Background: an optimization exercise with open tools, aiming at small area, a short achievable clock period and few clock cycles per item. Do not read the settings as production practice. Where RTL was checked, it was by simulation tests only, not by an equivalence proof against the original. The flow treats the clock pin as an ideal source, which a real chip does not have. No activity file was given, so power comes from the tool's default toggle rates.

== main ==
==> flow/design.v <==
`timescale 1ns/1ps
`default_nettype none
package wl_data_pkg;
    typedef logic [8-1:0] weight_t;
    typedef logic [4*8-1:0] weight_vec_t;
    typedef union packed {
        weight_vec_t                  by_ch;     
        weight_t [4-1:0]     by_col;    
    } rom_word_u;
    typedef logic [4*4*4*8-1:0] kernel_t;
endpackage
`default_nettype wire
`timescale 1ns/1ps
`default_nettype none
package wl_ctrl_pkg;
    typedef logic [14-1:0]   rom_addr_t;    
    typedef logic [7-1:0]  group_t;       
    typedef logic [6-1:0] out_ch_t;      
    typedef logic [$clog2(4)-1:0]            row_t;   
    typedef logic [$clog2(4*4)-1:0] pos_t;   
    typedef enum logic [1:0] {
        SEQ_IDLE,
        SEQ_RUN,
        SEQ_DONE
    } seq_state_t;
    typedef enum logic [2:0] {
        L_IDLE,
        L_SKEW,      
        L_BURST,     
        L_GAP,       
        L_DONE
    } lane_state_t;
endpackage
`default_nettype wire
`timescale 1ns/1ps
`default_nettype none
module weight_loader (
    input  logic                     clk,
    input  logic                     reset,
    input  logic                     start,
    input  logic                     stall,          
    input  logic                     single_ch,      
    input  logic [6:0]               ch_groups,
    input  logic [5:0]               out_ch,
    input  logic [13:0]              base_addr,
    input  logic [31:0]              rom_data_0,
    input  logic [31:0]              rom_data_1,
    input  logic [31:0]              rom_data_2,
    input  logic [31:0]              rom_data_3,
    output logic                     rom_rd_en,
    output logic [13:0]              rom_addr,
    output logic [127:0]             col_weights,    
    output logic                     idle,
    output logic                     done
);
    logic        run_q;          
    logic        done_q;         
    logic [2:0]  ph_q;           
    logic [1:0]  row_q;          
    logic [6:0]  grp_q;          
    logic        rd_q;           
    logic        rdv_q;          
    logic [13:0] addr_q;         
    logic [3:0]  v_q;            
    logic [3:0]  vh_q;           
    logic        step;
    logic        go;
    logic        pre;
    logic        last;
    logic        ph6;
    logic        row3;
    logic        fin;
    logic        v0_n;
    logic        horner;
    logic        base_st;
    logic        hbit;
    logic [13:0] add_a;
    logic [13:0] add_b;
    logic [13:0] sum;
    assign step = !stall;
    assign go   = start && !run_q;
    assign pre  = (grp_q == 7'd0);            
    assign last = (grp_q == ch_groups);
    assign ph6  = (ph_q == 3'd6);
    assign row3 = (row_q == 2'd3);
    assign fin  = ph6 && row3 && last;
    assign v0_n = run_q && (ph6 ? (row3 ? !last : !pre) : (ph_q < 3'd3 && !pre));
    assign horner  = pre && !(row3 && ph_q[2]);
    assign base_st = pre && row3 && (ph_q == 3'd4);
    always_comb begin
        case ({row_q[0], ph_q})
            4'b0_101: hbit = ch_groups[5];
            4'b0_110: hbit = ch_groups[4];
            4'b1_000: hbit = ch_groups[3];
            4'b1_001: hbit = ch_groups[2];
            4'b1_010: hbit = ch_groups[1];
            default:  hbit = ch_groups[0];
        endcase
        if (go)          hbit = ch_groups[6];
    end
    always_comb begin
        if (go)          add_a = '0;
        else if (horner) add_a = {addr_q[12:0], 1'b0};
        else             add_a = addr_q;
        if (go || horner) add_b = hbit ? {6'd0, out_ch, 2'b00} : 14'd0;
        else if (base_st) add_b = base_addr;
        else              add_b = single_ch ? 14'd4 : 14'd1;
    end
    assign sum = add_a + add_b;
    always_ff @(posedge clk) begin
        if (reset) begin
            run_q  <= 1'b0;
            done_q <= 1'b0;
            rd_q   <= 1'b0;
            v_q    <= '0;
            vh_q   <= '0;
        end else if (step) begin
            v_q  <= {v_q[2:0], v0_n};
            vh_q <= {vh_q[2:0], v0_n && !single_ch};
            if (go) begin
                run_q  <= 1'b1;
                done_q <= 1'b0;
                rd_q   <= 1'b0;
            end else if (run_q) begin
                if (fin) begin
                    run_q  <= 1'b0;
                    done_q <= 1'b1;
                end
                rd_q <= (ph_q == 3'd4) &&
                        (single_ch ? (row3 && !last) : (!row3 || !last));
            end
        end
    end
    always_ff @(posedge clk) begin
        if (step) begin
            if (go) begin
                ph_q  <= 3'd5;
                row_q <= 2'd2;
                grp_q <= '0;
            end else begin
                ph_q <= ph6 ? 3'd0 : ph_q + 3'd1;
                if (ph6) begin
                    row_q <= row_q + 2'd1;
                    if (row3) grp_q <= grp_q + 7'd1;
                end
            end
        end
    end
    assign rom_rd_en = rd_q && !stall;
    assign rom_addr  = addr_q;
    always_ff @(posedge clk) begin
        rdv_q <= rom_rd_en;
        if ((step && (go || (run_q && (horner || base_st)))) || rom_rd_en) begin
            addr_q <= sum;
        end
    end
    assign idle = !run_q;
    assign done = done_q;
    logic [31:0] r_q [4];        
    logic [31:0] c_q [1:3];      
    always_ff @(posedge clk) begin
        if (rdv_q) begin
            c_q[1] <= rom_data_1;
            c_q[2] <= rom_data_2;
            c_q[3] <= rom_data_3;
        end
    end
    always_ff @(posedge clk) begin
        if (rdv_q) begin
            r_q[0] <= rom_data_0;
        end else if (step && run_q) begin
            if (!single_ch) begin
                case (ph_q)
                    3'd0: r_q[0] <= c_q[1];
                    3'd1: r_q[0] <= c_q[2];
                    3'd2: r_q[0] <= c_q[3];
                    default: ;
                endcase
            end else if (ph_q < 3'd3) begin
                r_q[0][23:0] <= r_q[0][31:8];
            end else if (ph6 && !row3) begin
                r_q[0] <= c_q[row_q + 2'd1];
            end
        end
    end
    always_ff @(posedge clk) begin
        if (step) begin
            r_q[1] <= r_q[0];
            r_q[2] <= r_q[1];
            r_q[3] <= r_q[2];
        end
    end
    for (genvar i = 0; i < 4; i++) begin : g_col
        assign col_weights[32*i +: 8]      = r_q[i][7:0]  & {8{v_q[i]}};
        assign col_weights[32*i + 8 +: 24] = r_q[i][31:8] & {24{vh_q[i]}};
    end
endmodule
`default_nettype wire
make LEC_CHECK=0 CAP_MARGIN=20 CORE_MARGIN=2 CORE_UTILIZATION=40 PLACE_DENSITY=0.6 SETUP_SLACK_MARGIN=4.5 SLEW_MARGIN=20 finish   # period 8.0 ns
run.sh (not shown) runs the stock make flow with config.mk's settings and CLKGATE_MAP_FILE= SYNTH_SCRIPT=/design/flow/synth_recipe.tcl, a recipe that flattens the netlist after the stock synthesis.
--- input diff main..the feature branch ---
diff --git a/flow/design.v b/flow/design.v
--- a/flow/design.v
+++ b/flow/design.v
@@ -71,43 +71,39 @@
     logic        row3;
     logic        fin;
     logic        v0_n;
     logic        horner;
-    logic        base_st;
-    logic        hbit;
-    logic [13:0] add_a;
+    logic        hb_n;
+    logic        hb_q;           
     logic [13:0] add_b;
     logic [13:0] sum;
+    logic [11:0] mcand;          
     assign step = !stall;
     assign go   = start && !run_q;
     assign pre  = (grp_q == 7'd0);            
     assign last = (grp_q == ch_groups);
     assign ph6  = (ph_q == 3'd6);
     assign row3 = (row_q == 2'd3);
     assign fin  = ph6 && row3 && last;
     assign v0_n = run_q && (ph6 ? (row3 ? !last : !pre) : (ph_q < 3'd3 && !pre));
-    assign horner  = pre && !(row3 && ph_q[2]);
-    assign base_st = pre && row3 && (ph_q == 3'd4);
+    assign horner = pre && !(row3 && (ph_q == 3'd5 || ph_q == 3'd6));
+    assign mcand  = c_q[1][11:0];
     always_comb begin
         case ({row_q[0], ph_q})
-            4'b0_101: hbit = ch_groups[5];
-            4'b0_110: hbit = ch_groups[4];
-            4'b1_000: hbit = ch_groups[3];
-            4'b1_001: hbit = ch_groups[2];
-            4'b1_010: hbit = ch_groups[1];
-            default:  hbit = ch_groups[0];
+            4'b0_101: hb_n = ch_groups[1];
+            4'b0_110: hb_n = ch_groups[2];
+            4'b1_000: hb_n = ch_groups[3];
+            4'b1_001: hb_n = ch_groups[4];
+            4'b1_010: hb_n = ch_groups[5];
+            default:  hb_n = ch_groups[6];
         endcase
-        if (go)          hbit = ch_groups[6];
+        if (go)   hb_n = ch_groups[0];
     end
     always_comb begin
-        if (go)          add_a = '0;
-        else if (horner) add_a = {addr_q[12:0], 1'b0};
-        else             add_a = addr_q;
-        if (go || horner) add_b = hbit ? {6'd0, out_ch, 2'b00} : 14'd0;
-        else if (base_st) add_b = base_addr;
-        else              add_b = single_ch ? 14'd4 : 14'd1;
-    end
-    assign sum = add_a + add_b;
+        if (horner) add_b = hb_q ? {mcand, 2'b00} : 14'd0;
+        else        add_b = single_ch ? 14'd4 : 14'd1;
+    end
+    assign sum = addr_q + add_b;
     always_ff @(posedge clk) begin
         if (reset) begin
             run_q  <= 1'b0;
             done_q <= 1'b0;
@@ -132,8 +128,9 @@
         end
     end
     always_ff @(posedge clk) begin
         if (step) begin
+            hb_q <= hb_n;
             if (go) begin
                 ph_q  <= 3'd5;
                 row_q <= 2'd2;
                 grp_q <= '0;
@@ -148,10 +145,12 @@
     end
     assign rom_rd_en = rd_q && !stall;
     assign rom_addr  = addr_q;
     always_ff @(posedge clk) begin
-        rdv_q <= rom_rd_en;
-        if ((step && (go || (run_q && (horner || base_st)))) || rom_rd_en) begin
+        rdv_q <= rom_rd_en && !reset;
+        if (step && go) begin
+            addr_q <= base_addr;
+        end else if ((step && run_q && horner) || rom_rd_en) begin
             addr_q <= sum;
         end
     end
     assign idle = !run_q;
@@ -162,8 +161,12 @@
         if (rdv_q) begin
             c_q[1] <= rom_data_1;
             c_q[2] <= rom_data_2;
             c_q[3] <= rom_data_3;
+        end else if (step && go) begin
+            c_q[1][11:0] <= 12'(out_ch);
+        end else if (step && run_q && horner) begin
+            c_q[1][11:0] <= {c_q[1][10:0], 1'b0};
         end
     end
     always_ff @(posedge clk) begin
         if (rdv_q) begin
### Flow results
Comparing maximum frequency for the feature branch and main, the bigger number came from the feature branch.
Delta (the feature branch minus main): non-clock buffer count in the final layout dropped 1.2%; met3 routed wirelength shows a reduction of about 9%; flip-flop and latch count moved up; sequential share of layout area +0.22 points.
As of the feature branch, total power had fallen slightly compared to main.
Area added between synthesis and finish in the feature branch is 1.5 points below main.
No run of this note included a check of the RTL's function; only the layout flow was run.

---

weight_loader, a different RTL version from the one above (not shown whole).
For scale: roughly 200 flip-flops, ~310 I/O pins, ~10000 µm² of cells after synthesis.
==> flow/config.mk <==
export PLATFORM = sky130hd
export DESIGN_NAME = weight_loader
export DESIGN_NICKNAME = weight_loader
export VERILOG_FILES = /design/flow/design.v
export SDC_FILE = /design/flow/constraint.sdc
export NUM_CORES = 4
export LEC_CHECK = 0
export CAP_MARGIN = 20
export CORE_MARGIN = 2
export CORE_UTILIZATION = 40
export PLACE_DENSITY = 0.6
export SETUP_SLACK_MARGIN = 4.65
export SLEW_MARGIN = 20
==> flow/constraint.sdc <==
create_clock -name core_clock -period 8.0 [get_ports {clk}]
set_input_delay 1.6000 -clock core_clock [delete_from_list [all_inputs] [get_ports {clk}]]
set_output_delay 1.6000 -clock core_clock [all_outputs]
set_load 0.01 [all_outputs]
standard.sh (not shown) runs the stock make flow with config.mk's settings and CLKGATE_MAP_FILE= SYNTH_SCRIPT=/design/flow/synth_recipe.tcl, a recipe that flattens the netlist after the stock synthesis.
==> flow/flow/run.sh <==
#!/bin/bash
# The standard layout, with the port buffers made of the smallest buffer cell
# instead of the default choice, and after clock tree synthesis the stall
# input buffer wired straight to the rom_rd_en gate (flow/post_cts.tcl).
# Each tool's output goes to ORFS's own logs under orfs/logs/; make's output
# goes to standard.log.
set -euo pipefail
export BUFFER_PORTS_ARGS="-buffer_cell sky130_fd_sc_hd__buf_1"
export POST_CTS_TCL="$PWD/flow/post_cts.tcl"
bash standard.sh > standard.log 2>&1
Other scripts of this flow, unchanged in this note and not shown: flow/flow/post_cts.tcl
Next try:
--- a/flow/design.v
+++ b/flow/design.v
@@ -149,30 +149,30 @@
         rdv_q <= rom_rd_en && !reset;
         if (step && go) begin
             addr_q <= base_addr;
         end else if ((step && run_q && horner) || rom_rd_en) begin
             addr_q <= sum;
         end
     end
     assign idle = !run_q;
     assign done = done_q;
     logic [31:0] rn_q [4];       
     logic [31:0] c3_q;           
-    logic        dstep;          
+    logic        dsel;           
     logic        reg_m;
     logic        sgl_m;
     logic        ph0, ph1, ph2, ph012;
     logic        row0, row1, row2;
-    assign dstep = step && run_q;
-    assign reg_m = dstep && !single_ch;
-    assign sgl_m = dstep && single_ch;
+    assign dsel  = run_q && !rdv_q;
+    assign reg_m = dsel && !single_ch;
+    assign sgl_m = dsel && single_ch;
     assign ph0   = (ph_q == 3'd0);
     assign ph1   = (ph_q == 3'd1);
     assign ph2   = (ph_q == 3'd2);
     assign ph012 = (ph_q < 3'd3);
     assign row0  = (row_q == 2'd0);
     assign row1  = (row_q == 2'd1);
     assign row2  = (row_q == 2'd2);
     always_ff @(posedge clk) begin
         if (rdv_q) begin
             c3_q <= rom_data_3;
         end else if (step && go) begin
@@ -193,23 +193,23 @@
         s0_r2 = reg_m && ph1;
         s_c3  = (reg_m && ph2) || (sgl_m && ph6 && row2);
         s_r1  = s0_r1 || (sgl_m && ph6 && row0);
         s_r2  = s0_r2 || (sgl_m && ph6 && row1);
         s_sh  = sgl_m && ph012;
         s0_sh = s_sh || (sgl_m && ph6 && (row0 || row1));
         t_r1  = s_r1 || (sgl_m && ph0 && row1);
         t_r2  = s_r2;
         t_c3  = s_c3;
         t_f1  = sgl_m && ph0 && !row1;
         t_f2  = sgl_m && !ph0 && ph012;
-        r0_en = rdv_q || s0_r1 || s0_r2 || s_c3 || s_r1 || s_r2 || s_sh || s0_sh;
+        r0_en = rdv_q || (step && (s0_r1 || s0_r2 || s_c3 || s_r1 || s_r2 || s_sh || s0_sh));
         r0_n[7:0]   = ({8{rdv_q}} & ~rom_data_0[7:0])
                     | ({8{s0_r1}} & rn_q[1][7:0])
                     | ({8{s0_r2}} & rn_q[2][7:0])
                     | ({8{s_c3}}  & ~c3_q[7:0])
                     | ({8{s0_sh}} & rn_q[0][15:8]);
         r0_n[23:8]  = ({16{rdv_q}} & ~rom_data_0[23:8])
                     | ({16{s_r1}}  & rn_q[1][23:8])
                     | ({16{s_r2}}  & rn_q[2][23:8])
                     | ({16{s_c3}}  & ~c3_q[23:8])
                     | ({16{s_sh}}  & rn_q[0][31:16]);
         r0_n[31:24] = ({8{rdv_q}} & ~rom_data_0[31:24])
@@ -218,23 +218,23 @@
                     | ({8{t_c3}}  & ~c3_q[31:24])
                     | ({8{t_f1}}  & rn_q[1][7:0])
                     | ({8{t_f2}}  & rn_q[2][7:0]);
     end
     always_ff @(posedge clk) begin
         if (r0_en) rn_q[0] <= r0_n;
     end
     logic        c1_lo_en, c1_mid_en, c1_hi_en, c1_park;
     assign c1_lo_en  = rdv_q || (step && !ph6);
     assign c1_mid_en = rdv_q || (step && !ph6 && !single_ch);
     assign c1_park   = sgl_m && ph6 && row0;
-    assign c1_hi_en  = c1_mid_en || c1_park;
+    assign c1_hi_en  = c1_mid_en || (step && c1_park);
     always_ff @(posedge clk) begin
         if (c1_lo_en)  rn_q[1][7:0]  <= rdv_q ? ~rom_data_1[7:0] : rn_q[0][7:0];
         if (c1_mid_en) rn_q[1][23:8] <= rdv_q ? ~rom_data_1[23:8] : rn_q[0][23:8];
         if (c1_hi_en)  rn_q[1][31:24] <= ({8{rdv_q}} & ~rom_data_1[31:24])
                                        | ({8{!rdv_q && !c1_park}} & rn_q[0][31:24])
                                        | ({8{!rdv_q && c1_park}} & rn_q[0][23:16]);
     end
     logic        c2_lo_en, c2_hi_en;
     assign c2_lo_en = rdv_q || (step && !ph6 && !ph0);
     assign c2_hi_en = rdv_q || (step && !ph6 && !ph0 && !single_ch);
     always_ff @(posedge clk) begin
Synthesized cell count falls slightly.
First-iteration DRC count shrinks slightly.
Design area came out higher slightly.
Clock skew is about the same.
Maximum frequency went down slightly.
Routed wire length shrinks by a few percent.
Die area goes up slightly.
Via count is lower slightly.
Area after synthesis went up slightly.
No functional check of the RTL was part of any run of this note.

---

weight_loader with an RTL version that a note above also has.
For scale: roughly 960 cells after synthesis, about 200 flip-flops, ~310 I/O pins, roughly 0.010 mm2 of cells after synthesis.
==> flow/config.mk <==
export PLATFORM = sky130hd
export DESIGN_NAME = weight_loader
export DESIGN_NICKNAME = weight_loader
export VERILOG_FILES = /design/flow/design.v
export SDC_FILE = /design/flow/constraint.sdc
export NUM_CORES = 4
export LEC_CHECK = 0
export CAP_MARGIN = 20
export CORE_MARGIN = 2
export CORE_UTILIZATION = 40
export PLACE_DENSITY = 0.6
export SETUP_SLACK_MARGIN = 4.5
export SLEW_MARGIN = 20
==> flow/constraint.sdc <==
create_clock -name core_clock -period 8.0 [get_ports {clk}]
set_input_delay 1.6000 -clock core_clock [delete_from_list [all_inputs] [get_ports {clk}]]
set_output_delay 1.6000 -clock core_clock [all_outputs]
set_load 0.01 [all_outputs]
==> flow/flow/post_cts.tcl <==
# Shorten the stall -> rom_rd_en feed-through: drive the gate that makes
# rom_rd_en straight from the stall input buffer (the buffer tree that
# repair inserted keeps the other loads), and give that buffer more drive.
proc wl_out_driver {net} {
  foreach it [$net getITerms] {
    if {[$it isOutputSignal]} { return $it }
  }
  return ""
}
proc wl_fix_stall_path {} {
  set db [ord::get_db]
  set block [ord::get_db_block]
  set snet [$block findNet stall]
  set ibuf ""
  foreach it [$snet getITerms] {
    if {[$it isInputSignal]} { set ibuf [$it getInst] }
  }
  if {$ibuf eq ""} { puts "wl: no stall input buffer"; return }
  set ibo [[wl_out_driver_pin $ibuf] getNet]
  set rnet [$block findNet rom_rd_en]
  set obuf [[wl_out_driver $rnet] getInst]
  set gate_it [wl_out_driver [[$obuf findITerm A] getNet]]
  set gate [$gate_it getInst]
  puts "wl: input buffer [$ibuf getName] ([[$ibuf getMaster] getName]), gate [$gate getName] ([[$gate getMaster] getName]), output buffer [$obuf getName]"
  # Find the gate input fed (through buffers only) from the input buffer
  foreach it [$gate getITerms] {
    if {![$it isInputSignal]} { continue }
    set n [$it getNet]
    if {$n eq "NULL"} { continue }
    set hops 0
    set cur $n
    while {$hops < 6} {
      if {[$cur getName] eq [$ibo getName]} { break }
      set d [wl_out_driver $cur]
      if {$d eq ""} { set cur ""; break }
      set di [$d getInst]
      set m [[$di getMaster] getName]
      if {![string match "*__buf_*" $m] && ![string match "*__clkbuf_*" $m]} { set cur ""; break }
      set cur [[$di findITerm A] getNet]
      incr hops
    }
    if {$cur ne "" && $hops > 0} {
      puts "wl: reconnect [$gate getName]/[[$it getMTerm] getName] from [$n getName] to [$ibo getName] ($hops buffers skipped)"
      $it disconnect
      $it connect $ibo
    }
  }
  set m8 [$db findMaster sky130_fd_sc_hd__buf_8]
  $ibuf swapMaster $m8
}
proc wl_out_driver_pin {inst} {
  foreach it [$inst getITerms] {
    if {[$it isOutputSignal]} { return $it }
  }
}
wl_fix_stall_path
estimate_parasitics -placement
repair_timing_helper
detailed_placement
check_placement -verbose
report_checks -through [get_ports rom_rd_en]
Scripts as last shown in full above: flow/flow/run.sh
Next try:
--- a/flow/design.v
+++ b/flow/design.v
@@ -71,12 +71,14 @@
     logic        row3;
     logic        fin;
     logic        v0_n;
     logic        horner;
     logic        hb_n;
     logic        hb_q;           
+    logic        hz_n;
+    logic        hz_q;           
     logic [13:0] add_b;
     logic [13:0] sum;
     logic [11:0] mcand;          
     assign step = !stall;
     assign go   = start && !run_q;
     assign pre  = (grp_q == 7'd0);            
@@ -94,12 +96,21 @@
             4'b1_000: hb_n = ch_groups[3];
             4'b1_001: hb_n = ch_groups[4];
             4'b1_010: hb_n = ch_groups[5];
             default:  hb_n = ch_groups[6];
         endcase
         if (go)   hb_n = ch_groups[0];
+        case ({row_q[0], ph_q})
+            4'b0_101: hz_n = (ch_groups[6:2] == 5'd0);
+            4'b0_110: hz_n = (ch_groups[6:3] == 4'd0);
+            4'b1_000: hz_n = (ch_groups[6:4] == 3'd0);
+            4'b1_001: hz_n = (ch_groups[6:5] == 2'd0);
+            4'b1_010: hz_n = !ch_groups[6];
+            default:  hz_n = 1'b1;
+        endcase
+        if (go)   hz_n = (ch_groups[6:1] == 6'd0);
     end
     always_comb begin
         if (horner) add_b = hb_q ? {mcand, 2'b00} : 14'd0;
         else        add_b = single_ch ? 14'd4 : 14'd1;
     end
     assign sum = addr_q + add_b;
@@ -119,24 +130,29 @@
                 rdn_q  <= 1'b1;
             end else if (run_q) begin
                 if (fin) begin
                     run_q  <= 1'b0;
                     done_q <= 1'b1;
                 end
-                rdn_q <= !((ph_q == 3'd4) &&
-                          (single_ch ? (row3 && !last) : (!row3 || !last)));
+                rdn_q <= !(((ph_q == 3'd4) &&
+                           (single_ch ? (row3 && !last) : (!row3 || !last))) ||
+                           (horner && hz_q));
             end
         end
     end
     always_ff @(posedge clk) begin
         if (step) begin
             hb_q <= hb_n;
+            hz_q <= hz_n;
             if (go) begin
                 ph_q  <= 3'd5;
                 row_q <= 2'd2;
                 grp_q <= '0;
+            end else if (horner && hz_q) begin
+                ph_q  <= 3'd5;                   
+                row_q <= 2'd3;
             end else begin
                 ph_q <= ph6 ? 3'd0 : ph_q + 3'd1;
                 if (ph6) begin
                     row_q <= row_q + 2'd1;
                     if (row3) grp_q <= grp_q + 7'd1;
                 end
The new run finished clean.
Critical path depth does not change.
Worst setup slack hardly moves.
Clock skew stays flat.
Cell area increases by 1.6%.
Power stays flat.
Synthesized area hardly moves.
Sequential cell count grows by 1.
First-iteration DRC count rises by 5.5%.
Die area stays flat.
Testbench counts after the change, summed over its fixed seeds: cycles 14,372, groups 499.
For the first run of this note, only the layout was checked, not whether the RTL still works.

[separate check: timing with driven ports]
How much do the figures lean on ideal ports? The routed layouts below were timed once more, with nothing changed but the port constraints. Step 1 (the two cells are an assumption about what drives the block):
set clk [get_ports {clk}]
set_driving_cell -lib_cell sky130_fd_sc_hd__clkbuf_16 $clk
set_driving_cell -lib_cell sky130_fd_sc_hd__buf_2 [delete_from_list [all_inputs] $clk]
Step 2 also shifts input and output timing later by t, the mid clock arrival at the registers, as if the neighbouring blocks saw the same clock. a / b / c = ideal ports / drivers / drivers and shift; a / b = the first two.
run	t, ns	slack for setup (ns)	hold WS [ns]	slew at the worst register clock pin (ns)	pins driven straight from the clock port
main	0.593	4.097 / 4.116 / 3.524	0.436 / 0.436 / 0.436	0.06 / 0.06	1
the feature branch	0.586	4.459 / 4.400 / 4.146	0.441 / 0.441 / 0.441	0.06 / 0.06	1
the first run of note 2	0.487	4.519 / 4.466 / 4.190	0.474 / 0.474 / 0.474	0.08 / 0.08	1
the second run of note 2	0.484	4.488 / 4.438 / 4.289	0.492 / 0.492 / 0.492	0.09 / 0.09	1
the first run of note 3	0.477	4.498 / 4.446 / 4.131	0.496 / 0.496 / 0.496	0.09 / 0.09	1
the second run of note 3	0.481	4.500 / 4.460 / 4.126	0.505 / 0.505 / 0.505	0.09 / 0.09	1
After both steps every run listed still meets setup and hold. For main, which loses most, drivers alone change the setup slack by +0.019 ns; drivers and shift together by -0.573 ns.
